Context: an optimization exercise on an open-source flow, tuned for small area. The choices shown serve that exercise and are no tape-out recipe.
Only simulation tests tie the RTL to the original design; equivalence was not proved.
No activity file was given, so power comes from the tool's default toggle rates. The clock port is modelled as an ideal driver; clocking choices that lean on that would not hold on a real chip.

$ cat flow/design.v
module triangle_fifo #(
    parameter int DEPTH = 4,
    parameter int WIDTH = 171
) (
    input  logic                     clk_i,
    input  logic                     rst_ni,
    input  logic                     push_i,
    input  logic [WIDTH-1:0]         data_i,
    input  logic                     pop_i,
    output logic [WIDTH-1:0]         data_o,
    output logic                     full_o,
    output logic                     empty_o,
    output logic [$clog2(DEPTH):0]   count_o
);
    localparam int PTR_W  = $clog2(DEPTH);
    localparam int RING_N = DEPTH - 1;
    localparam logic [PTR_W:0] FULL_COUNT = (PTR_W + 1)'(DEPTH);
    logic [WIDTH-1:0]   head_q;
    logic [WIDTH-1:0]   ring_q [RING_N];
    logic [PTR_W-1:0]   wr_ptr_q, rd_ptr_q;
    logic [PTR_W:0]     count_q;
    logic               do_push, do_pop;
    logic               head_from_in, head_en, ring_wr;
    logic [WIDTH-1:0]   head_d;
    assign do_pop  = pop_i && (count_q != '0);
    assign do_push = push_i && ((count_q != FULL_COUNT) || do_pop);
    assign head_from_in = (count_q[PTR_W:1] == '0);
    assign head_en      = pop_i || (count_q == '0);
    assign ring_wr      = do_push && !((count_q == '0) || ((count_q == (PTR_W + 1)'(1)) && do_pop));
    logic [WIDTH-1:0] head_t0, head_t1;
    logic             sel_hold, sel_in;
    logic [RING_N-1:0] sel_ring;
    assign sel_hold = !head_en;
    assign sel_in   = head_en && head_from_in;
    for (genvar gi = 0; gi < RING_N; gi++) begin : g_sel
        assign sel_ring[gi] = head_en && !head_from_in && (rd_ptr_q == PTR_W'(gi));
    end
    assign head_t0 = ~(({WIDTH{sel_hold}} & head_q) | ({WIDTH{sel_in}} & data_i) |
                       ({WIDTH{sel_ring[0]}} & ring_q[0]));
    assign head_t1 = ~(({WIDTH{sel_ring[1]}} & ring_q[1]) | ({WIDTH{sel_ring[2]}} & ring_q[2]));
    assign head_d  = ~(head_t0 & head_t1);
    always_ff @(posedge clk_i) begin
        head_q <= head_d;
        for (int i = 0; i < RING_N; i++) begin
            if (ring_wr && (wr_ptr_q == PTR_W'(i))) begin
                ring_q[i] <= data_i;
            end
        end
    end
    always_ff @(posedge clk_i or negedge rst_ni) begin
        if (!rst_ni) begin
            wr_ptr_q <= '0;
            rd_ptr_q <= '0;
            count_q  <= '0;
        end else begin
            if (ring_wr) begin
                wr_ptr_q <= (wr_ptr_q == PTR_W'(RING_N - 1)) ? '0 : wr_ptr_q + 1'b1;
            end
            if (do_pop && !head_from_in) begin
                rd_ptr_q <= (rd_ptr_q == PTR_W'(RING_N - 1)) ? '0 : rd_ptr_q + 1'b1;
            end
            case ({do_push, do_pop})
                2'b10:   count_q <= count_q + 1'b1;
                2'b01:   count_q <= count_q - 1'b1;
                default: count_q <= count_q;
            endcase
        end
    end
    assign data_o  = head_q;
    assign full_o  = (count_q == FULL_COUNT);
    assign empty_o = (count_q == '0);
    assign count_o = count_q;
endmodule
module triangle_assembler #(
    parameter int DEPTH     = 4,
    parameter int AF_MARGIN = 2
) (
    input  logic                clk_i,
    input  logic                rst_ni,
    input  logic                data_in_i,
    input  logic [11:0]         triangle_index_in_i,
    input  logic signed [17:0]  u_i,
    input  logic signed [17:0]  v_i,
    input  logic signed [17:0]  n_i,
    input  logic                clear_status_i,
    output logic                tri_valid_o,
    input  logic                tri_ready_i,
    output logic [11:0]         tri_index_o,
    output logic [2:0][17:0]    tri_u_o,
    output logic [2:0][17:0]    tri_v_o,
    output logic [2:0][17:0]    tri_n_o,
    output logic [9:0]          bbox_min_x_o,
    output logic [9:0]          bbox_max_x_o,
    output logic [9:0]          bbox_min_y_o,
    output logic [9:0]          bbox_max_y_o,
    output logic                almost_full_o,
    output logic                seq_error_o,
    output logic                overflow_o,
    output logic [15:0]         culled_count_o
);
    localparam int COORD_W = 18;
    localparam int INDEX_W = 12;
    localparam int BBOX_W  = 10;
    localparam int SVTX_W  = 3 * COORD_W - 1;           
    localparam int PKT_W   = INDEX_W + 3 * SVTX_W;      
    localparam int CNT_W = $clog2(DEPTH) + 1;
    localparam logic [CNT_W-1:0] AF_LEVEL = CNT_W'(DEPTH - AF_MARGIN);
    function automatic logic above(input logic [COORD_W-1:0] c, input logic [BBOX_W-1:0] hi);
        above = !c[COORD_W-1] && ((c[COORD_W-2:BBOX_W] != '0) || (c[BBOX_W-1:0] > hi));
    endfunction
    function automatic logic [2*BBOX_W-1:0] bbox3(
        input logic [COORD_W-1:0] c0, c1, c2, input logic [BBOX_W-1:0] hi);
        logic [2:0] neg, big;
        logic [BBOX_W-1:0] a, b, c, mn, mx;
        logic lt01, lt02, lt12, n0, n1, n2, x0, x1, x2, mn_neg, mx_big;
        neg = {c2[COORD_W-1], c1[COORD_W-1], c0[COORD_W-1]};
        big = {above(c2, hi), above(c1, hi), above(c0, hi)};
        a = c0[BBOX_W-1:0];
        b = c1[BBOX_W-1:0];
        c = c2[BBOX_W-1:0];
        lt01 = (neg[0] & !neg[1]) | (!big[0] & big[1]) | (!neg[0] & !neg[1] & !big[0] & !big[1] & (a < b));
        lt02 = (neg[0] & !neg[2]) | (!big[0] & big[2]) | (!neg[0] & !neg[2] & !big[0] & !big[2] & (a < c));
        lt12 = (neg[1] & !neg[2]) | (!big[1] & big[2]) | (!neg[1] & !neg[2] & !big[1] & !big[2] & (b < c));
        n0 = lt01 & lt02;
        n1 = !lt01 & lt12;
        n2 = !n0 & !n1;
        x0 = !lt01 & !lt02;
        x1 = lt01 & !lt12;
        x2 = !x0 & !x1;
        mn = ({BBOX_W{n0}} & a) | ({BBOX_W{n1}} & b) | ({BBOX_W{n2}} & c);
        mx = ({BBOX_W{x0}} & a) | ({BBOX_W{x1}} & b) | ({BBOX_W{x2}} & c);
        mn_neg = (n0 & neg[0]) | (n1 & neg[1]) | (n2 & neg[2]);
        mx_big = (x0 & big[0]) | (x1 & big[1]) | (x2 & big[2]);
        bbox3 = {(mn_neg ? {BBOX_W{1'b0}} : mn), (mx_big ? hi : mx)};
    endfunction
    localparam logic [BBOX_W-1:0] X_MAX = 10'd639;
    localparam logic [BBOX_W-1:0] Y_MAX = 10'd479;
    logic [SVTX_W:0]      in_vtx;
    logic [SVTX_W:0]      slot0_q, slot1_q, slot2_q;
    logic [INDEX_W-1:0]   idx_q;
    logic [1:0]           vcnt_q;
    logic                 asm_valid_q;
    logic                 first, ld0, ld1, ld2, mismatch;
    assign in_vtx = {u_i, v_i, n_i[COORD_W-2:0], (n_i[COORD_W-1] || (n_i == '0))};
    assign mismatch = data_in_i && (vcnt_q != 2'd0) && (triangle_index_in_i != idx_q);
    assign ld0 = data_in_i && ((vcnt_q == 2'd0) || mismatch);
    assign ld1 = data_in_i && !mismatch && (vcnt_q == 2'd1);
    assign ld2 = data_in_i && !mismatch && (vcnt_q == 2'd2);
    always_ff @(posedge clk_i) begin
        if (ld0) begin
            slot0_q <= in_vtx;
            idx_q   <= triangle_index_in_i;
        end
        if (ld1) slot1_q <= in_vtx;
        if (ld2) slot2_q <= in_vtx;
    end
    always_ff @(posedge clk_i or negedge rst_ni) begin
        if (!rst_ni) begin
            vcnt_q      <= 2'd0;
            asm_valid_q <= 1'b0;
        end else begin
            asm_valid_q <= ld2;
            if (ld0)      vcnt_q <= 2'd1;
            else if (ld1) vcnt_q <= 2'd2;
            else if (ld2) vcnt_q <= 2'd0;
        end
    end
    logic [COORD_W-1:0] su0, su1, su2, sv0, sv1, sv2;
    logic               cull_d;
    logic               eval_valid_q, eval_cull_q;
    logic [INDEX_W+SVTX_W-1:0] eval_q;
    assign su0 = slot0_q[SVTX_W -: COORD_W];
    assign su1 = slot1_q[SVTX_W -: COORD_W];
    assign su2 = slot2_q[SVTX_W -: COORD_W];
    assign sv0 = slot0_q[SVTX_W-COORD_W -: COORD_W];
    assign sv1 = slot1_q[SVTX_W-COORD_W -: COORD_W];
    assign sv2 = slot2_q[SVTX_W-COORD_W -: COORD_W];
    assign cull_d = slot0_q[0] || slot1_q[0] || slot2_q[0] ||
                    (su0[COORD_W-1] && su1[COORD_W-1] && su2[COORD_W-1]) ||
                    (sv0[COORD_W-1] && sv1[COORD_W-1] && sv2[COORD_W-1]) ||
                    (above(su0, X_MAX) && above(su1, X_MAX) && above(su2, X_MAX)) ||
                    (above(sv0, Y_MAX) && above(sv1, Y_MAX) && above(sv2, Y_MAX));
    always_ff @(posedge clk_i) begin
        eval_q      <= {idx_q, slot0_q[SVTX_W:1]};
        eval_cull_q <= cull_d;
    end
    always_ff @(posedge clk_i or negedge rst_ni) begin
        if (!rst_ni) eval_valid_q <= 1'b0;
        else         eval_valid_q <= asm_valid_q;
    end
    logic                 fifo_push, fifo_pop, fifo_full, fifo_empty;
    logic                 cull_evt, drop_evt;
    logic [CNT_W-1:0]     fifo_count;
    logic [PKT_W-1:0]     head;
    assign fifo_pop  = tri_ready_i && !fifo_empty;
    assign fifo_push = eval_valid_q && !eval_cull_q;
    assign cull_evt  = eval_valid_q && eval_cull_q;
    assign drop_evt  = fifo_push && fifo_full && !fifo_pop;
    triangle_fifo #(
        .DEPTH (DEPTH),
        .WIDTH (PKT_W)
    ) u_fifo (
        .clk_i   (clk_i),
        .rst_ni  (rst_ni),
        .push_i  (fifo_push),
        .data_i  ({eval_q, slot1_q[SVTX_W:1], slot2_q[SVTX_W:1]}),
        .pop_i   (fifo_pop),
        .data_o  (head),
        .full_o  (fifo_full),
        .empty_o (fifo_empty),
        .count_o (fifo_count)
    );
    logic        seq_error_q, overflow_q;
    logic [15:0] culled_count_q;
    always_ff @(posedge clk_i or negedge rst_ni) begin
        if (!rst_ni) begin
            seq_error_q    <= 1'b0;
            overflow_q     <= 1'b0;
            culled_count_q <= '0;
        end else if (clear_status_i) begin
            seq_error_q    <= 1'b0;
            overflow_q     <= 1'b0;
            culled_count_q <= {15'd0, cull_evt};
        end else begin
            seq_error_q    <= seq_error_q | mismatch;
            overflow_q     <= overflow_q | drop_evt;
            culled_count_q <= culled_count_q + {15'd0, cull_evt};
        end
    end
    logic [SVTX_W-1:0]      hv [3];
    assign hv[0] = head[3*SVTX_W-1 -: SVTX_W];
    assign hv[1] = head[2*SVTX_W-1 -: SVTX_W];
    assign hv[2] = head[SVTX_W-1 -: SVTX_W];
    for (genvar gi = 0; gi < 3; gi++) begin : g_vtx_out
        assign tri_u_o[gi] = hv[gi][SVTX_W-1 -: COORD_W];
        assign tri_v_o[gi] = hv[gi][SVTX_W-1-COORD_W -: COORD_W];
        assign tri_n_o[gi] = {1'b0, hv[gi][COORD_W-2:0]};
    end
    assign {bbox_min_x_o, bbox_max_x_o} = bbox3(tri_u_o[0], tri_u_o[1], tri_u_o[2], X_MAX);
    assign {bbox_min_y_o, bbox_max_y_o} = bbox3(tri_v_o[0], tri_v_o[1], tri_v_o[2], Y_MAX);
    assign tri_valid_o    = !fifo_empty;
    assign tri_index_o    = head[PKT_W-1 -: INDEX_W];
    assign almost_full_o  = (fifo_count >= AF_LEVEL);
    assign seq_error_o    = seq_error_q;
    assign overflow_o     = overflow_q;
    assign culled_count_o = culled_count_q;
endmodule
$ cat flow/flow/run.sh
#!/bin/bash
# Standard ORFS layout (the standard.sh, standard synthesis unchanged) with
# two area settings: port buffers of the smallest buffer cell, and a clock tree
# without dummy balancing loads. Each tool's output goes to its own log here.
set -euo pipefail
export BUFFER_PORTS_ARGS="-buffer_cell sky130_fd_sc_hd__buf_1"
export CTS_ARGS="-sink_clustering_enable -repair_clock_nets -dont_use_dummy_load -sink_clustering_size 30 -sink_clustering_max_diameter 80"
bash standard.sh > flow_orfs.log 2>&1
$ cat flow/standard.sh
#!/bin/bash
# synth_recipe.tcl (not shown) runs the flow's synth.tcl, then flattens the netlist and writes it again
# the make line also repeats each setting of config.mk as NAME=value (left out here)
make -C /OpenROAD-flow-scripts/flow DESIGN_CONFIG=/design/flow/config.mk WORK_HOME=/design/flow/orfs CLKGATE_MAP_FILE= SYNTH_SCRIPT=/design/flow/synth_recipe.tcl "${@:-finish}"
$ cat flow/config.mk
export PLATFORM = sky130hd
export DESIGN_NAME = triangle_assembler
export DESIGN_NICKNAME = triangle_assembler
export VERILOG_FILES = /design/flow/design.v
export SDC_FILE = /design/flow/constraint.sdc
export NUM_CORES = 4
export LEC_CHECK = 0
export CAP_MARGIN = 20
export CORE_MARGIN = 2
export CORE_UTILIZATION = 45
export SLEW_MARGIN = 20
$ cat flow/constraint.sdc
create_clock -name core_clock -period 6.0 [get_ports {clk_i}]
set_input_delay 1.2000 -clock core_clock [delete_from_list [all_inputs] [get_ports {clk_i}]]
set_output_delay 1.2000 -clock core_clock [all_outputs]
set_load 0.01 [all_outputs]
==> qor.csv, run 1 <==
metric;value;unit
most frequent cells in the layout;687 x edfxtp_1, 301 x buf_1, 237 x dfxtp_1;
VDD IR max;0.299;mV
Post-synth ARST share;0.0304;
RSZ-0062 raised after global routing;no;
Ports;305;
Worst Min Path Start;slot0_q[8]$_DFFE_PP_;
GRT busiest layer;met2;
Initial Util;0.454;
DRT iter0 DRCs;2303;
clk sinks;953;
power per cell area;450;nW/um^2
latest clock arrival within the worst-skew pair;0.61;ns
Non-Filler Instances;3325;
placed cell areas;36100;um^2
Worst slew margin;0.226;
fin util;0.500;
vias per cell;6.05;
total congestion overflow;0;
Max-Cap Viols;0;
Root Driver;clkbuf_16;
vias in the first global route;19800;
Worst Skew;0.0554;ns
post-DP HPWL;49100;um
final instance area;37200;um^2
drt pass-1 iters;7;
Top FF cell, synth;edfxtp_1;
maximum fanout along the worst path;21;
crit path from;u_fifo.head_q[148]$_DFF_P_;
# H-tree levels;2;
met2 Track Usage GR;0.352;
Clock Pin Slew Worst Setup and Hold Paths;0.11;ns
Post-Synthesis Cells;2103;
initial antenna violation count;2;
Clock Path Buffers;3;
Post-synth EDFFs;687;
Hold Path Class;reg -> reg;
clock buffer count from CTS;42;
Critical Path RT;4.80;ns
register area share after synthesis;0.772;
Final Wtd Congestion;0.842;
setup ws final;0.697;ns
Final setup viols;0;
# rows;100;
# DRC;0;
# diodes;0;
Yosys warnings;4;
Post CTS Setup Buffer Count;0;
WHS;0.334;ns
Die Y;278;um
LEAKAGE;0.0124;uW
met3 global-route usage;0.0333;
layout cells sized above 1;0.0390;
Critical Setup Path Class;reg -> out;
area added between synthesis and finish;9.95;%
# resized after CTS;0;
fin. max-slew vios;0;
launch point of the worst reg-to-reg path;u_fifo.count_q[1]$_DFFE_PN0P_;
worst-margin pin slew;1.16;ns
cts hold-fix bufs;0;
Max Freq;189;MHz
Die Area;77400;um^2
pre-CTS WS;1.39;ns
final clock period utilization by the worst path;0.884;
Fin. Hold Viols;0;
placed insts;3282;
GR met1 Demand/Resource;0.288;
largest net degree at the start of global routing;108;
fin crit period;5.30;ns
I/O Buffers;301;
status;finished clean;
Data arrival, critical path;4.10;ns
wire per inst;25.0;um
count of cell types in the netlist;61;
Mapped Area;33800;um^2
CTS tree;done;
Final #Nets;2490;
Worst setup EP type;output pin;
post-route ant nets;0;
DR vias;20100;
WL final;83300;um
Core Area;74400;um^2
Tot GR Track Use;0.209;
Synth Register Bits;953;
commonest non-fill, non-tap cell in the layout;edfxtp_1;
first-pass GRT wire length;125000;um
Critical Path Source Type;flop;
Avg Inst Size Synth;16.1;um^2
die width;278;um
-- area by class of cell --
cell class              count  area [um^2]
clock buffers              42         1050
repair buffers            329         1480
flip-flops and latches    953        26100
fillers                  6188        37300
well taps                 969         1210
inverters                  46          173
multi-input cells         986         7170
-- worst max-delay path, stage by stage (launching register included) --
cell and delay (ns):
dfxtp_1 0.56, o21ai_0 0.23, a31oi_1 0.64, nor3_1 0.09, o21ai_1 0.24, and2_1 0.70
a21oi_1 0.49, a211o_1 0.41, buf_1 0.14
-- worst paths after layout --
| path | end | slack [ns] | depth (start not counted) |
|---|---|---|---|
| hold / removal | eval_q[7]$_DFF_P_ | 0.33 | 0 |
| setup / recovery | bbox_max_x_o[9] | 0.70 | 8 |
| hold reg to reg | eval_q[7]$_DFF_P_ | 0.33 | 0 |
| max in group asynchronous | eval_valid_q$_DFF_PN0_ | 5.10 | 2 |
| min in group asynchronous | vcnt_q[1]$_DFFE_PN0P_ | 0.61 | 2 |
| setup reg to reg | u_fifo.head_q[40]$_DFF_P_ | 1.77 | 9 |
-- synth_stat cells (4+ instances only) --
cell / count / area, um^2
a32o_1: 8 / 80.1
buf_4: 4 / 30.0
edfxtp_1: 687 / 20600
a32oi_1: 14 / 123
o211ai_1: 14 / 105
a21oi_1: 42 / 210
clkbuf_1: 82 / 308
inv_1: 46 / 173
ha_1: 61 / 763
buf_2: 23 / 115
a21o_1: 9 / 67.6
nor2_1: 30 / 113
buf_1: 11 / 41.3
o311ai_0: 7 / 61.3
nor3b_1: 5 / 37.5
dfxtp_1: 237 / 4740
a22oi_1: 181 / 1360
o21a_1: 13 / 97.6
and3_1: 7 / 43.8
a211o_1: 8 / 70.1
nand4_1: 20 / 125
dfrtp_1: 29 / 726
o21ai_0: 35 / 175
xnor2_1: 16 / 140
and2_1: 5 / 31.3
nor3_1: 27 / 135
a22o_1: 9 / 78.8
or3_1: 7 / 43.8
nand2b_1: 10 / 62.6
nor4_1: 21 / 131
nand2_1: 191 / 717
a211oi_1: 6 / 45.0
xor2_1: 6 / 52.6
a222oi_1: 171 / 1710
nand3_1: 21 / 105
-- stage by stage --
| step | setup TNS, ns | power (uW) |
|---|---|---|
| after global routing | 0 | 17600 |
| after floorplan | -146.32 | 11700 |
| final | 0 | 16700 |
| after global placement | 0 | 13600 |
| after detailed placement | 0 | 13800 |
| after CTS | 0 | 16800 |
-- power breakdown --
part / total [uW] / leakage [uW] / switching (uW) / internal [uW]
Sequential: 8590 / 0.00861 / 874 / 7720
Combinational: 5030 / 0.00331 / 3210 / 1810
Clock: 3110 / 0.000518 / 1850 / 1260
-- per-layer routing --
metal / wire [um] / vias to the layer above
li1: - / 8988
met1: 34700 / 10200
met2: 41300 / 770
met3: 5590 / 105
met4: 1620 / 4
met5: 23 / -
-- logic make-up after synthesis --
group                      share of synthesized area
and+or+nand+nor                               0.0482
xor gates and xnor gates                     0.00570
muxes                                       0.000333
DFF                                            0.772
AOI/OAI and AO/OA                              0.132
adders and majority gates                     0.0226
other                                       0.000111
buffers and inverters                         0.0197
-- flip-flops by register name, summed over array words and instances (netlist names) --
name and flops:
u_fifo.rd_ptr_q 2, slot0_q 54, culled_count_q 16, eval_cull_q 1, eval_valid_q 1, slot2_q 54, u_fifo.wr_ptr_q 2, u_fifo.count_q 3
vcnt_q 2, overflow_q 1, eval_q 65, asm_valid_q 1, u_fifo.head_q 171, slot1_q 54, u_fifo.ring_q 513, seq_error_q 1
idx_q 12
==> run 2, diff against run 1 <==
--- a/flow/design.v
+++ b/flow/design.v
@@ -109,4 +109,18 @@
         above = !c[COORD_W-1] && ((c[COORD_W-2:BBOX_W] != '0) || (c[BBOX_W-1:0] > hi));
     endfunction
+    function automatic logic lt10(input logic [BBOX_W-1:0] a, b);
+        logic [BBOX_W-1:0] l, e;
+        logic l0, e0, l1, e1, l2, e2, l3, e3, l4, e4, la, ea, lb, eb;
+        l = ~a & b;
+        e = ~(a ^ b);
+        l0 = l[9] | (e[9] & l[8]);  e0 = e[9] & e[8];
+        l1 = l[7] | (e[7] & l[6]);  e1 = e[7] & e[6];
+        l2 = l[5] | (e[5] & l[4]);  e2 = e[5] & e[4];
+        l3 = l[3] | (e[3] & l[2]);  e3 = e[3] & e[2];
+        l4 = l[1] | (e[1] & l[0]);
+        la = l0 | (e0 & l1);        ea = e0 & e1;
+        lb = l2 | (e2 & l3);        eb = e2 & e3;
+        lt10 = la | (ea & (lb | (eb & l4)));
+    endfunction
     function automatic logic [2*BBOX_W-1:0] bbox3(
         input logic [COORD_W-1:0] c0, c1, c2, input logic [BBOX_W-1:0] hi);
@@ -119,7 +133,7 @@
         b = c1[BBOX_W-1:0];
         c = c2[BBOX_W-1:0];
-        lt01 = (neg[0] & !neg[1]) | (!big[0] & big[1]) | (!neg[0] & !neg[1] & !big[0] & !big[1] & (a < b));
-        lt02 = (neg[0] & !neg[2]) | (!big[0] & big[2]) | (!neg[0] & !neg[2] & !big[0] & !big[2] & (a < c));
-        lt12 = (neg[1] & !neg[2]) | (!big[1] & big[2]) | (!neg[1] & !neg[2] & !big[1] & !big[2] & (b < c));
+        lt01 = (neg[0] & !neg[1]) | (!big[0] & big[1]) | (!neg[0] & !neg[1] & !big[0] & !big[1] & lt10(a, b));
+        lt02 = (neg[0] & !neg[2]) | (!big[0] & big[2]) | (!neg[0] & !neg[2] & !big[0] & !big[2] & lt10(a, c));
+        lt12 = (neg[1] & !neg[2]) | (!big[1] & big[2]) | (!neg[1] & !neg[2] & !big[1] & !big[2] & lt10(b, c));
         n0 = lt01 & lt02;
         n1 = !lt01 & lt12;
==> flow/flow/run.sh (replaced) <==
#!/bin/bash
# Standard ORFS layout (the standard.sh, standard synthesis unchanged) with
# area settings: port buffers of the smallest buffer cell, and a clock tree
# without dummy balancing loads, with up to 30 flip-flops per leaf buffer. Each tool's output goes to its own log here.
set -euo pipefail
export BUFFER_PORTS_ARGS="-buffer_cell sky130_fd_sc_hd__buf_1"
export CTS_ARGS="-sink_clustering_enable -repair_clock_nets -dont_use_dummy_load -sink_clustering_size 30 -sink_clustering_max_diameter 80"
bash standard.sh > flow_orfs.log 2>&1
--- a/flow/config.mk
+++ b/flow/config.mk
@@ -6,6 +6,6 @@
 export NUM_CORES = 4
 export LEC_CHECK = 0
-export CAP_MARGIN = 20
+export CAP_MARGIN = 0
 export CORE_MARGIN = 2
-export CORE_UTILIZATION = 45
-export SLEW_MARGIN = 20
+export CORE_UTILIZATION = 75
+export SLEW_MARGIN = 0
==> run 2 against run 1 <==
Still clean on timing, DRC and antenna. Maximum frequency is 1.9% higher. Power down 3.3%. Largest cell class unchanged. Final area is 1.8% lower. Register-to-register slack barely moved. First-iteration DRC count is 33% higher. Global-route usage rose by 11 points.
==> qor.csv, run 2 <==
metric;value;unit
status;finished clean;
area added between synthesis and finish;8.55;%
DR vias;20600;
R2R Setup Slk;1.76;ns
mux cell area share after synthesis;0.00112;
LEAKAGE;0.0125;uW
Worst setup EP type;output pin;
maximum fanout along the worst path;11;
Clock Path Buffers;3;
clock buffer count from CTS;38;
Die Area;46600;um^2
Yosys top cell by area;edfxtp_1;
Max-Cap Viols;0;
vias in the first global route;20100;
latest clock arrival within the worst-skew pair;0.59;ns
DRT iter0 DRCs;3068;
reg2reg end;u_fifo.head_q[78]$_DFF_P_;
Synth Area in Compound Gates;0.126;
fin crit period;5.21;ns
CTS tree;done;
I/O Buffers;301;
total congestion overflow;0;
fin util;0.826;
most frequent cell after synthesis;edfxtp_1;
Critical Path RT;4.80;ns
power per cell area;443;nW/um^2
top cells by area, synth;edfxtp_1 61%, dfxtp_1 14%, a222oi_1 5.1%;
vias per cell;7.01;
wire per inst;26.0;um
die width;216;um
WL final;76500;um
hold path cells;0;
hold endpoint;eval_q[0]$_DFF_P_;
count of cell types in the netlist;64;
Synth Register Bits;953;
final clock period utilization by the worst path;0.868;
Fin. Hold Viols;0;
worst-margin pin slew;1.19;ns
RSZ-0062 raised after global routing;no;
Initial Util;0.761;
Worst Min Path Start;slot0_q[1]$_DFFE_PP_;
Root Driver;clkbuf_16;
# H-tree levels;2;
Adder-Cell Fraction of Synth Area;0.0227;
Avg Inst Size Synth;16.2;um^2
Tot GR Track Use;0.322;
Reg with most FFs;u_fifo.ring_q;
top-area cell type share of the netlist area;0.613;
Max Freq;192;MHz
Final setup viols;0;
simple-gate portion of the synthesized area;0.0495;
cts hold-fix bufs;0;
R2R depth;10;
Ports;305;
post-synthesis xor/xnor area fraction;0.00573;
clk sinks;953;
Worst slew margin;0.206;
most frequent cells in the layout;687 x edfxtp_1, 301 x buf_1, 237 x dfxtp_1;
commonest non-fill, non-tap cell in the layout;edfxtp_1;
Top FF cell, synth;edfxtp_1;
Data arrival, critical path;4.01;ns
Worst Skew;0.0617;ns
register area share after synthesis;0.776;
max reg flops;513;
# DRC;0;
launch point of the worst reg-to-reg path;u_fifo.count_q[1]$_DFFE_PN0P_;
top cells by count, synth;687 x edfxtp_1, 237 x dfxtp_1, 194 x nand2_1;
Post CTS Setup Buffer Count;0;
Critical Path Source Type;flop;
initial antenna violation count;5;
drt pass-1 iters;9;
Yosys warnings;4;
combinational family with the most area after synthesis;compound AO/OA/AOI/OAI gates;
Hold Path Class;reg -> reg;
post-DP HPWL;45900;um
Post-synth ARST share;0.0304;
# rows;77;
Critical Setup Path Class;reg -> out;
fin. max-slew vios;0;
layout cells sized above 1;0.0396;
first-pass GRT wire length;115000;um
Final Wtd Congestion;0.917;
Clock Pin Slew Worst Setup and Hold Paths;0.11;ns
post-route ant nets;0;
Total Power;16200;uW
# resized after CTS;0;
VDD IR max;0.449;mV
Mapped Area;33700;um^2
Post-Synthesis Cells;2082;
Largest regs;u_fifo.ring_q: 513 flops, u_fifo.head_q: 171 flops, eval_q: 65 flops;
Die Y;216;um
Post-synth EDFFs;687;
largest net degree at the start of global routing;121;
Core Area;44200;um^2
Final #Nets;2480;
==> run 2: cell types whose count changed after synthesis, sizes merged, moves of 12 or more <==
cell,before,now
xor2,6,18
xnor2,16,4
o21a,13,1
a32oi,14,2
buf,38,23
a22oi,181,193
o211ai,14,0
==> run 2: where the power goes <==
group / internal, uW / switching (uW) / total, uW / leakage, uW
Sequential: 7720 / 889 / 8610 / 0.00861
Clock: 1150 / 1760 / 2910 / 0.000468
Combinational: 1720 / 2930 / 4650 / 0.00342
Total: 10600 / 5580 / 16200 / 0.0125
==> run 2: cell type report <==
class	instances	area, um^2
timing repair buffer	335	1510
inverter	53	199
sequential	953	26100
tap	592	741
antenna	5	12.5
multi-input combinational	967	7020
clock buffer	38	951
fill	2289	7690
==> run 2: how the worst max path moves through the flow <==
stage | start | to | slack, ns
floorplan | tri_ready_i | u_fifo.ring_q[1][0]$_DFFE_PP_ | -0.39
global placement | u_fifo.head_q[85]$_DFF_P_ | bbox_max_y_o[4] | 1.52
detailed placement | u_fifo.head_q[85]$_DFF_P_ | bbox_max_y_o[7] | 1.46
CTS | u_fifo.head_q[85]$_DFF_P_ | bbox_max_y_o[7] | 0.82
global route | u_fifo.head_q[85]$_DFF_P_ | bbox_max_y_o[7] | 0.64
finish | u_fifo.head_q[85]$_DFF_P_ | bbox_max_y_o[7] | 0.79
==> run 2: stage by stage <==
stage	TNS, ns	hold WS [ns]	cells	setup slack, ns	instance area [um^2]
after floorplan	-146.98	0.323	2084	-0.386	33700
after global placement	0	0.324	2900	1.52	35600
after detailed placement	0	0.327	2900	1.46	35600
after CTS	0	0.347	2938	0.815	36500
after global routing	0	0.354	2940	0.638	36500
final	0	0.346	2943	0.794	36500
==> run 2: cell families after synthesis <==
kind of cell,Yosys count
AO/OA/AOI/OAI,522
XOR/XNOR,22
adder cells (fa/ha/maj),61
buffers and inverters,164
flip-flops,953
multiplexers,3
other,1
AND/OR/NAND/NOR,356
==> run 2: routing by layer <==
metal	GRT usage	part of all wire
met3	0.0584	0.10
met2	0.528	0.50
met1	0.448	0.38
met5	0	0.00016
met4	0.109	0.026
==> run 2: critical path, cell delays in order, from the launching register on <==
cell and delay (ns):
dfxtp_1 0.34, nor4_1 0.76, nand3_1 0.20, a2111oi_2 0.52, a21o_1 0.24, mux2_4 0.38, a311o_1 0.52, a211o_1 0.33
buf_1 0.13
==> run 3, diff against run 2 <==
--- a/flow/config.mk
+++ b/flow/config.mk
@@ -8,4 +8,4 @@
 export CAP_MARGIN = 0
 export CORE_MARGIN = 2
-export CORE_UTILIZATION = 75
+export CORE_UTILIZATION = 65
 export SLEW_MARGIN = 0
==> run 3 against run 2 <==
Still clean on timing, DRC and antenna. Non-clock buffer count is 7 lower. Global-route usage is 3.8 points lower. Register-to-register slack better by 0.51 ns. Setup slack worse by 0.084 ns. Clock skew is 0.0022 ns higher. Sequential share of layout area is 0.11 points lower. Via count is 2.0% lower.
==> qor.csv, run 3 <==
metric;value;unit
Post-synth EDFFs;687;
post-route ant nets;0;
largest net degree at the start of global routing;167;
Die Area;53600;um^2
Post CTS Setup Buffer Count;0;
Top FF cell, synth;edfxtp_1;
layout cells sized above 1;0.0372;
DRT iter0 DRCs;2610;
wire per inst;25.6;um
Critical Path Source Type;flop;
placed cell areas;35600;um^2
top cells by count, synth;687 x edfxtp_1, 237 x dfxtp_1, 194 x nand2_1;
WHS;0.347;ns
Max-Cap Viols;0;
most frequent cell after synthesis;edfxtp_1;
Core Area;51300;um^2
die width;232;um
Reg with most FFs;u_fifo.ring_q;
CP peak stage delay;0.74;ns
Largest regs;u_fifo.ring_q: 513 flops, u_fifo.head_q: 171 flops, eval_q: 65 flops;
final clock period utilization by the worst path;0.882;
count of cell types in the netlist;64;
status;finished clean;
Critical Path RT;4.80;ns
drt pass-1 iters;13;
Clock Pin Slew Worst Setup and Hold Paths;0.10;ns
area added between synthesis and finish;8.72;%
# resized after CTS;0;
initial antenna violation count;4;
top cells by area, synth;edfxtp_1 61%, dfxtp_1 14%, a222oi_1 5.1%;
latest clock arrival within the worst-skew pair;0.61;ns
RSZ-0062 raised after global routing;no;
# H-tree levels;2;
I/O Buffers;301;
Yosys top cell by area;edfxtp_1;
Final setup viols;0;
Worst Skew;0.0640;ns
pre-CTS WS;1.39;ns
clock buffer count from CTS;39;
Worst slew margin;0.165;
fin. max-slew vios;0;
worst-margin pin slew;1.24;ns
VDD IR max;0.449;mV
Clock Path Buffers;3;
Yosys warnings;4;
Root Driver;clkbuf_16;
LEAKAGE;0.0125;uW
Initial Util;0.656;
maximum fanout along the worst path;11;
WL final;77400;um
top-area cell type share of the netlist area;0.613;
power per cell area;443;nW/um^2
Hold Path Class;reg -> reg;
Avg Inst Size Synth;16.2;um^2
Ports;305;
Max Freq;189;MHz
Synth Register Bits;953;
vias per cell;6.68;
Mapped Area;33700;um^2
# DRC;0;
fill cell count;3411;
total congestion overflow;0;
post-DP HPWL;44600;um
Final Wtd Congestion;0.896;
Critical-path top delay cell;nor4_1;
commonest non-fill, non-tap cell in the layout;edfxtp_1;
Final #Nets;2474;
cts hold-fix bufs;0;
crit-path cells;nor4_1 > nand3_1 > a2111oi_2 > a21o_1 > mux2_4 > a311o_1 > a211o_1 > buf_1;
first-pass GRT wire length;116000;um
final instance area;36600;um^2
max reg flops;513;
clk sinks;953;
# rows;83;
vias in the first global route;19600;
fin crit period;5.29;ns
Post-Synthesis Cells;2082;
Data arrival, critical path;4.09;ns
Critical Setup Path Class;reg -> out;
most frequent cells in the layout;687 x edfxtp_1, 301 x buf_1, 237 x dfxtp_1;
Worst setup EP type;output pin;
setup ws final;0.710;ns
Post-synth ARST share;0.0304;
register area share after synthesis;0.776;
Tot GR Track Use;0.284;
CTS tree;done;
fin util;0.713;
DR vias;20200;
Die Y;232;um
Fin. Hold Viols;0;
## run 3: final cells by class
cell class                      count  area [um^2]  share of cell area
Antenna cell                        4         10.0            0.000274
Tap cell                          680          851              0.0233
Inverter                           53          199             0.00544
Sequential cell                   953        26100               0.713
Clock buffer                       39          976              0.0267
Multi-Input combinational cell    967         7020               0.192
Timing Repair Buffer              328         1430              0.0392
## run 3: critical path: cells and delay by family (launching register included)
kind / cells / cell delay [ns]
flip-flops: 1 / 0.34
AND/OR/NAND/NOR: 2 / 1.04
multiplexers: 1 / 0.38
AO/OA/AOI/OAI: 4 / 1.62
buffers and inverters: 1 / 0.13
## run 3: final timing paths
kind	cells past startpoint	from	slack, ns	endpoint
setup / recovery	8	u_fifo.head_q[85]$_DFF_P_	0.71	bbox_max_y_o[2]
hold / removal	0	slot0_q[21]$_DFFE_PP_	0.35	eval_q[20]$_DFF_P_
setup reg to reg	9	u_fifo.count_q[1]$_DFFE_PN0P_	2.27	u_fifo.head_q[77]$_DFF_P_
hold reg to reg	0	slot0_q[21]$_DFFE_PP_	0.35	eval_q[20]$_DFF_P_
max in group asynchronous	2	rst_ni	5.12	u_fifo.count_q[1]$_DFFE_PN0P_
min in group asynchronous	2	rst_ni	0.60	overflow_q$_DFF_PN0_
## run 3: per-layer routing
metal | vias to the layer above | share of wire | track usage
met2 | 964 | 0.48 | 0.467
met5 | - | 0.00034 | 0
met3 | 126 | 0.090 | 0.0535
met4 | 4 | 0.027 | 0.0861
li1 | 8910 | - | -
met1 | 10200 | 0.40 | 0.391
## run 3: through the flow
step / total power, uW / instances / TNS (ns)
global route: 17000 / 3021 / 0
finish: 16200 / 3024 / 0
detailed placement: 13300 / 2981 / 0
CTS: 16200 / 3020 / 0
global placement: 13100 / 2981 / 0
floorplan: 11500 / 2084 / -146.98
## run 3: power by group
group / internal, uW / total [uW] / leakage [uW] / switching (uW)
registers: 7720 / 8580 / 0.00861 / 857
clock network: 1180 / 2960 / 0.000481 / 1790
logic: 1710 / 4650 / 0.00338 / 2940
total: 10600 / 16200 / 0.0125 / 5590
## run 3: kinds of logic (layout without fill, tap and decap cells)
logic type,count (synthesis),count (layout),share of synthesized area
flops,953,953,0.776
compound gates,522,522,0.126
simple gates,356,356,0.0495
buf+inv,164,420,0.0194
fa+ha+maj,61,61,0.0227
xor+xnor,22,22,0.00573
mux,3,3,0.00112
other cells,1,7,0.000111
==> run 4, diff against run 3 <==
--- a/flow/flow/run.sh
+++ b/flow/flow/run.sh
@@ -5,4 +5,4 @@
 set -euo pipefail
 export BUFFER_PORTS_ARGS="-buffer_cell sky130_fd_sc_hd__buf_1"
-export CTS_ARGS="-sink_clustering_enable -repair_clock_nets -dont_use_dummy_load -sink_clustering_size 30 -sink_clustering_max_diameter 80"
+export CTS_ARGS="-sink_clustering_enable -repair_clock_nets -dont_use_dummy_load -sink_clustering_size 18 -sink_clustering_max_diameter 60 -buf_list sky130_fd_sc_hd__clkbuf_8"
 bash standard.sh > flow_orfs.log 2>&1
==> run 4 against run 3 <==
Critical endpoint unchanged. Utilization is 0.27 points lower. First-iteration DRC count down 7.2%. Power shrank 1.5%. Flip-flop and latch count unchanged. Maximum frequency shrank 2.7%. Clock-buffer cell count rose by 22. Hold slack better by 0.0026 ns. Combinational power about the same.
==> qor.csv, run 4 <==
metric;value;unit
placed insts;2981;
Largest regs;u_fifo.ring_q: 513 flops, u_fifo.head_q: 171 flops, eval_q: 65 flops;
R2R depth;9;
Avg Inst Size Synth;16.2;um^2
Worst slew margin;0.153;
Reg with most FFs;u_fifo.ring_q;
Post-synth ARST share;0.0304;
layout cells sized above 1;0.0461;
status;finished clean;
top cells by count, synth;687 x edfxtp_1, 237 x dfxtp_1, 194 x nand2_1;
R2R Setup Slk;2.29;ns
top-area cell type share of the netlist area;0.613;
launch point of the worst reg-to-reg path;u_fifo.count_q[1]$_DFFE_PN0P_;
Final Wtd Congestion;0.896;
DR vias;20100;
# DRC;0;
Critical Path RT;4.80;ns
worst-margin pin slew;1.26;ns
Hold Path Class;reg -> reg;
Die Y;232;um
I/O Buffers;301;
initial antenna violation count;4;
Top FF cell, synth;edfxtp_1;
Worst Min Path Start;slot0_q[7]$_DFFE_PP_;
power per cell area;438;nW/um^2
post-route ant nets;0;
reg2reg end;u_fifo.head_q[155]$_DFF_P_;
Data arrival, critical path;4.24;ns
hold path cells;0;
Non-Filler Instances;3045;
Clock Path Buffers;3;
Initial Util;0.656;
final clock period utilization by the worst path;0.906;
fin crit period;5.44;ns
die width;232;um
fin. max-slew vios;0;
Tot GR Track Use;0.286;
commonest non-fill, non-tap cell in the layout;edfxtp_1;
clock buffer count from CTS;61;
# H-tree levels;2;
wire per inst;25.5;um
Ports;305;
Fin. Hold Viols;0;
Core Area;51300;um^2
clk sinks;953;
total congestion overflow;0;
area added between synthesis and finish;8.31;%
VDD IR max;0.438;mV
Worst Skew;0.0774;ns
cts hold-fix bufs;0;
LEAKAGE;0.0124;uW
hold endpoint;eval_q[6]$_DFF_P_;
Yosys warnings;4;
CTS tree;done;
Final #Nets;2496;
Max-Cap Viols;0;
WL final;77700;um
most frequent cells in the layout;687 x edfxtp_1, 301 x buf_1, 237 x dfxtp_1;
Worst setup EP type;output pin;
Post-Synthesis Cells;2082;
count of cell types in the netlist;64;
Critical Setup Path Class;reg -> out;
Max Freq;184;MHz
vias per cell;6.62;
Critical Path Source Type;flop;
Final setup viols;0;
Post CTS Setup Buffer Count;0;
# rows;83;
Yosys top cell by area;edfxtp_1;
most frequent cell after synthesis;edfxtp_1;
largest net degree at the start of global routing;167;
RSZ-0062 raised after global routing;no;
DRT iter0 DRCs;2421;
Die Area;53600;um^2
top cells by area, synth;edfxtp_1 61%, dfxtp_1 14%, a222oi_1 5.1%;
Root Driver;clkbuf_8;
register area share after synthesis;0.776;
maximum fanout along the worst path;11;
latest clock arrival within the worst-skew pair;0.72;ns
Mapped Area;33700;um^2
Clock Pin Slew Worst Setup and Hold Paths;0.10;ns
fin util;0.711;
Synth Register Bits;953;
drt pass-1 iters;8;
vias in the first global route;19900;
post-DP HPWL;44600;um
first-pass GRT wire length;116000;um
Post-synth EDFFs;687;
max reg flops;513;
# resized after CTS;0;
-- run 4: cell counts after synthesis --
No cell type changed its count.
-- run 4: critical path: stages (launching register included) --
cell       delay (ns)
dfxtp_1          0.34
nor4_1           0.73
nand3_1          0.32
a2111oi_2        0.53
a21o_1           0.25
mux2_4           0.38
a311o_1          0.52
a211o_1          0.33
buf_1            0.13
-- run 4: power by group --
group	leakage [uW]	switching (uW)	internal, uW
clock	0.000439	1810	909
sequential	0.00861	859	7720
combinational	0.00338	2940	1710
-- run 4: kinds of logic (layout without fill, tap and decap cells) --
logic type | after synthesis | in the layout | share of synthesized area
flops | 953 | 953 | 0.776
compound gates | 522 | 522 | 0.126
simple gates | 356 | 356 | 0.0495
buf+inv | 164 | 442 | 0.0194
fa+ha+maj | 61 | 61 | 0.0227
xor+xnor | 22 | 22 | 0.00573
mux | 3 | 3 | 0.00112
other cells | 1 | 6 | 0.000111
-- run 4: how the worst max path moves through the flow --
| stage | from | end | slack, ns | cells past startpoint |
|---|---|---|---|---|
| after floorplan | tri_ready_i | u_fifo.ring_q[1][0]$_DFFE_PP_ | -0.39 | 4 |
| after global placement | u_fifo.head_q[85]$_DFF_P_ | bbox_max_y_o[7] | 1.58 | 8 |
| after detailed placement | u_fifo.head_q[85]$_DFF_P_ | bbox_max_y_o[6] | 1.39 | 8 |
| after CTS | u_fifo.head_q[85]$_DFF_P_ | bbox_max_y_o[6] | 0.61 | 8 |
| after global routing | u_fifo.head_q[85]$_DFF_P_ | bbox_max_y_o[6] | 0.41 | 8 |
| final | u_fifo.head_q[85]$_DFF_P_ | bbox_max_y_o[2] | 0.56 | 8 |
-- run 4: area by class of cell --
class / count / area, um^2
Antenna cell: 3 / 7.51
Clock buffer: 61 / 840
Fill cell: 3443 / 14900
Inverter: 53 / 199
Multi-Input combinational cell: 967 / 7020
Sequential cell: 953 / 26100
Tap cell: 680 / 851
Timing Repair Buffer: 328 / 1430
-- run 4: through the flow --
stage	instance area (um^2)	setup TNS [ns]	hold slack [ns]	worst slack [ns]	power (uW)
after floorplan	33700	-146.98	0.323	-0.386	11500
after global placement	35600	0	0.324	1.58	13100
after detailed placement	35600	0	0.327	1.39	13300
after CTS	36400	0	0.350	0.607	16000
after global routing	36400	0	0.356	0.406	16800
final	36500	0	0.349	0.565	15900
-- run 4: layer usage --
layer  vias to the layer above  wire length [um]  GRT usage  share of wire
met4                         4              2090     0.0839          0.027
met5                         -                26          0        0.00033
met1                     10100             31300      0.389           0.40
met2                       941             37500      0.469           0.48
met3                       130              6850     0.0627          0.088
li1                       8928                 -          -              -
==> run 5, diff against run 4 <==
--- a/flow/flow/run.sh
+++ b/flow/flow/run.sh
@@ -2,5 +2,5 @@
 # Standard ORFS layout (the standard.sh, standard synthesis unchanged) with
 # area settings: port buffers of the smallest buffer cell, and a clock tree
-# without dummy balancing loads, with up to 30 flip-flops per leaf buffer. Each tool's output goes to its own log here.
+# without dummy balancing loads, with clkbuf_8 buffers and up to 18 flip-flops per leaf buffer. Each tool's output goes to its own log here.
 set -euo pipefail
 export BUFFER_PORTS_ARGS="-buffer_cell sky130_fd_sc_hd__buf_1"
==> run 5 against run 4 <==
Sequential power about the same. Sequential share of layout area stayed put. Hold slack unchanged. Via count is the same. First-iteration DRC count unchanged.
==> qor.csv, run 5 <==
metric;value;unit
latest clock arrival within the worst-skew pair;0.72;ns
area added between synthesis and finish;8.31;%
wire per inst;25.5;um
power per cell area;438;nW/um^2
max reg flops;513;
WL final;77700;um
RSZ-0062 raised after global routing;no;
status;finished clean;
pre-CTS WS;1.39;ns
top-area cell type share of the netlist area;0.613;
Synth Register Bits;953;
I/O Buffers;301;
setup ws final;0.565;ns
vias per cell;6.62;
Post-Synthesis Cells;2082;
Data arrival, critical path;4.24;ns
final instance area;36500;um^2
clock buffer count from CTS;61;
Largest regs;u_fifo.ring_q: 513 flops, u_fifo.head_q: 171 flops, eval_q: 65 flops;
Final #Nets;2496;
cts hold-fix bufs;0;
Final setup viols;0;
Net Sw Frac;0.352;
top cells by count, synth;687 x edfxtp_1, 237 x dfxtp_1, 194 x nand2_1;
Hold Path Class;reg -> reg;
Critical Path Source Type;flop;
Int Pwr;10300;uW
# DRC;0;
LEAKAGE;0.0124;uW
worst-margin pin slew;1.26;ns
Post-synth EDFFs;687;
CTS tree;done;
Tot GR Track Use;0.286;
fin util;0.711;
R2R depth;9;
register area share after synthesis;0.776;
initial antenna violation count;4;
Avg Inst Size Synth;16.2;um^2
Clock Pin Slew Worst Setup and Hold Paths;0.10;ns
Core Area;51300;um^2
top cells by area, synth;edfxtp_1 61%, dfxtp_1 14%, a222oi_1 5.1%;
most frequent cell after synthesis;edfxtp_1;
Yosys warnings;4;
DRT iter0 DRCs;2421;
Fin. Hold Viols;0;
post-DP HPWL;44600;um
fill cell count;3443;
post-route ant nets;0;
commonest non-fill, non-tap cell in the layout;edfxtp_1;
Worst Skew;0.0774;ns
maximum fanout along the worst path;11;
Post-synth ARST share;0.0304;
drt pass-1 iters;8;
Critical Path RT;4.80;ns
clk sinks;953;
net switching power;5610;uW
# resized after CTS;0;
# H-tree levels;2;
fin. max-slew vios;0;
Worst setup EP type;output pin;
clock share of power;0.170;
die width;232;um
Seq pwr share;0.538;
Mapped Area;33700;um^2
Max Freq;184;MHz
Die Area;53600;um^2
WHS;0.349;ns
final clock period utilization by the worst path;0.906;
fin crit period;5.44;ns
vias in the first global route;19900;
layout cells sized above 1;0.0461;
total congestion overflow;0;
first-pass GRT wire length;116000;um
VDD IR max;0.438;mV
Initial Util;0.656;
Comb power frac;0.292;
Critical Setup Path Class;reg -> out;
# rows;83;
Final Wtd Congestion;0.896;
Root Driver;clkbuf_8;
Die Y;232;um
placed cell areas;35600;um^2
DR vias;20100;
Top FF cell, synth;edfxtp_1;
count of cell types in the netlist;64;
Yosys top cell by area;edfxtp_1;
Reg with most FFs;u_fifo.ring_q;
largest net degree at the start of global routing;167;
Max-Cap Viols;0;
most frequent cells in the layout;687 x edfxtp_1, 301 x buf_1, 237 x dfxtp_1;
Ports;305;
hold path cells;0;
Post CTS Setup Buffer Count;0;
Worst slew margin;0.153;
Clock Path Buffers;3;
## run 5: area by class of cell
type	instances	area (um^2)	area share
diodes	3	7.51	0.000206
clock buffers	61	840	0.0230
inverters	53	199	0.00546
multi-input cells	967	7020	0.193
flip-flops and latches	953	26100	0.716
well taps	680	851	0.0233
repair buffers	328	1430	0.0393
## run 5: worst paths after layout
kind	end	slack, ns	start
worst min-delay path	eval_q[6]$_DFF_P_	0.35	slot0_q[7]$_DFFE_PP_
worst min register to register	eval_q[6]$_DFF_P_	0.35	slot0_q[7]$_DFFE_PP_
max in group asynchronous	u_fifo.rd_ptr_q[0]$_DFFE_PN0P_	5.25	rst_ni
min in group asynchronous	overflow_q$_DFF_PN0_	0.47	rst_ni
worst max register to register	u_fifo.head_q[155]$_DFF_P_	2.29	u_fifo.count_q[1]$_DFFE_PN0P_
worst max-delay path	bbox_max_y_o[2]	0.56	u_fifo.head_q[85]$_DFF_P_
## run 5: cell families (layout without fill, tap and decap cells)
logic type,Yosys count,after routing,share of synthesized area
flip-flops,953,953,0.776
multiplexers,3,3,0.00112
AND/OR/NAND/NOR,356,356,0.0495
other,1,6,0.000111
buffers and inverters,164,442,0.0194
AO/OA/AOI/OAI,522,522,0.126
XOR/XNOR,22,22,0.00573
adder cells (fa/ha/maj),61,61,0.0227
## run 5: metal layers
| metal | part of all wire | wire length (um) | track usage | vias to the layer above |
|---|---|---|---|---|
| met5 | 0.00033 | 26 | 0 | - |
| met4 | 0.027 | 2090 | 0.0839 | 4 |
| met3 | 0.088 | 6850 | 0.0627 | 130 |
| met2 | 0.48 | 37500 | 0.469 | 941 |
| met1 | 0.40 | 31300 | 0.389 | 10100 |
| li1 | - | - | - | 8928 |
## run 5: power by group through the flow
stage / combinational (uW) / sequential (uW) / clock [uW]
after floorplan: 2820 / 8640 / 0
after global placement: 4480 / 8660 / 0
after detailed placement: 4620 / 8710 / 0
after CTS: 4640 / 8560 / 2780
after global routing: 5130 / 8660 / 3000
final: 4650 / 8580 / 2720
## run 5: stage by stage
step           power [uW]  setup TNS [ns]  instances
6_report            15900               0       3045
5_1_grt             16800               0       3044
2_1_floorplan       11500         -146.98       2084
3_3_place_gp        13100               0       2981
3_5_place_dp        13300               0       2981
4_1_cts             16000               0       3042
## run 5: worst max-delay path, stage by stage, from the launching register on
cell       delay [ns]
dfxtp_1          0.34
nor4_1           0.73
nand3_1          0.32
a2111oi_2        0.53
a21o_1           0.25
mux2_4           0.38
a311o_1          0.52
a211o_1          0.33
buf_1            0.13

==> what the ideal ports hide <==
In the flow no input, the clock included, has a driving cell. The finished layouts below were timed again as built, in two steps.
Step 1 assumes that a clkbuf_16 drives the clock port and a buf_2 every other input.
Step 2 times the ports against the registers' clock, not the clock port: input delays grow and output delays shrink by t, the midpoint of the rising clock arrivals with the driver on.
a / b / c = no drivers / after step 1 / after step 2; a / b = the first two.
run | t (ns) | setup slack, ns | slew at the worst register clock pin (ns) | pins driven straight from the clock port
run 1 | 0.645 | 0.697 / 0.635 / 1.279 | 0.11 / 0.11 | 1
run 2 | 0.617 | 0.794 / 0.734 / 1.351 | 0.11 / 0.11 | 1
run 3 | 0.641 | 0.710 / 0.648 / 1.289 | 0.11 / 0.11 | 1
run 4 | 0.744 | 0.565 / 0.504 / 1.248 | 0.11 / 0.11 | 1
run 5 | 0.744 | 0.565 / 0.504 / 1.248 | 0.11 / 0.11 | 1
After both steps every run listed still meets setup and hold.
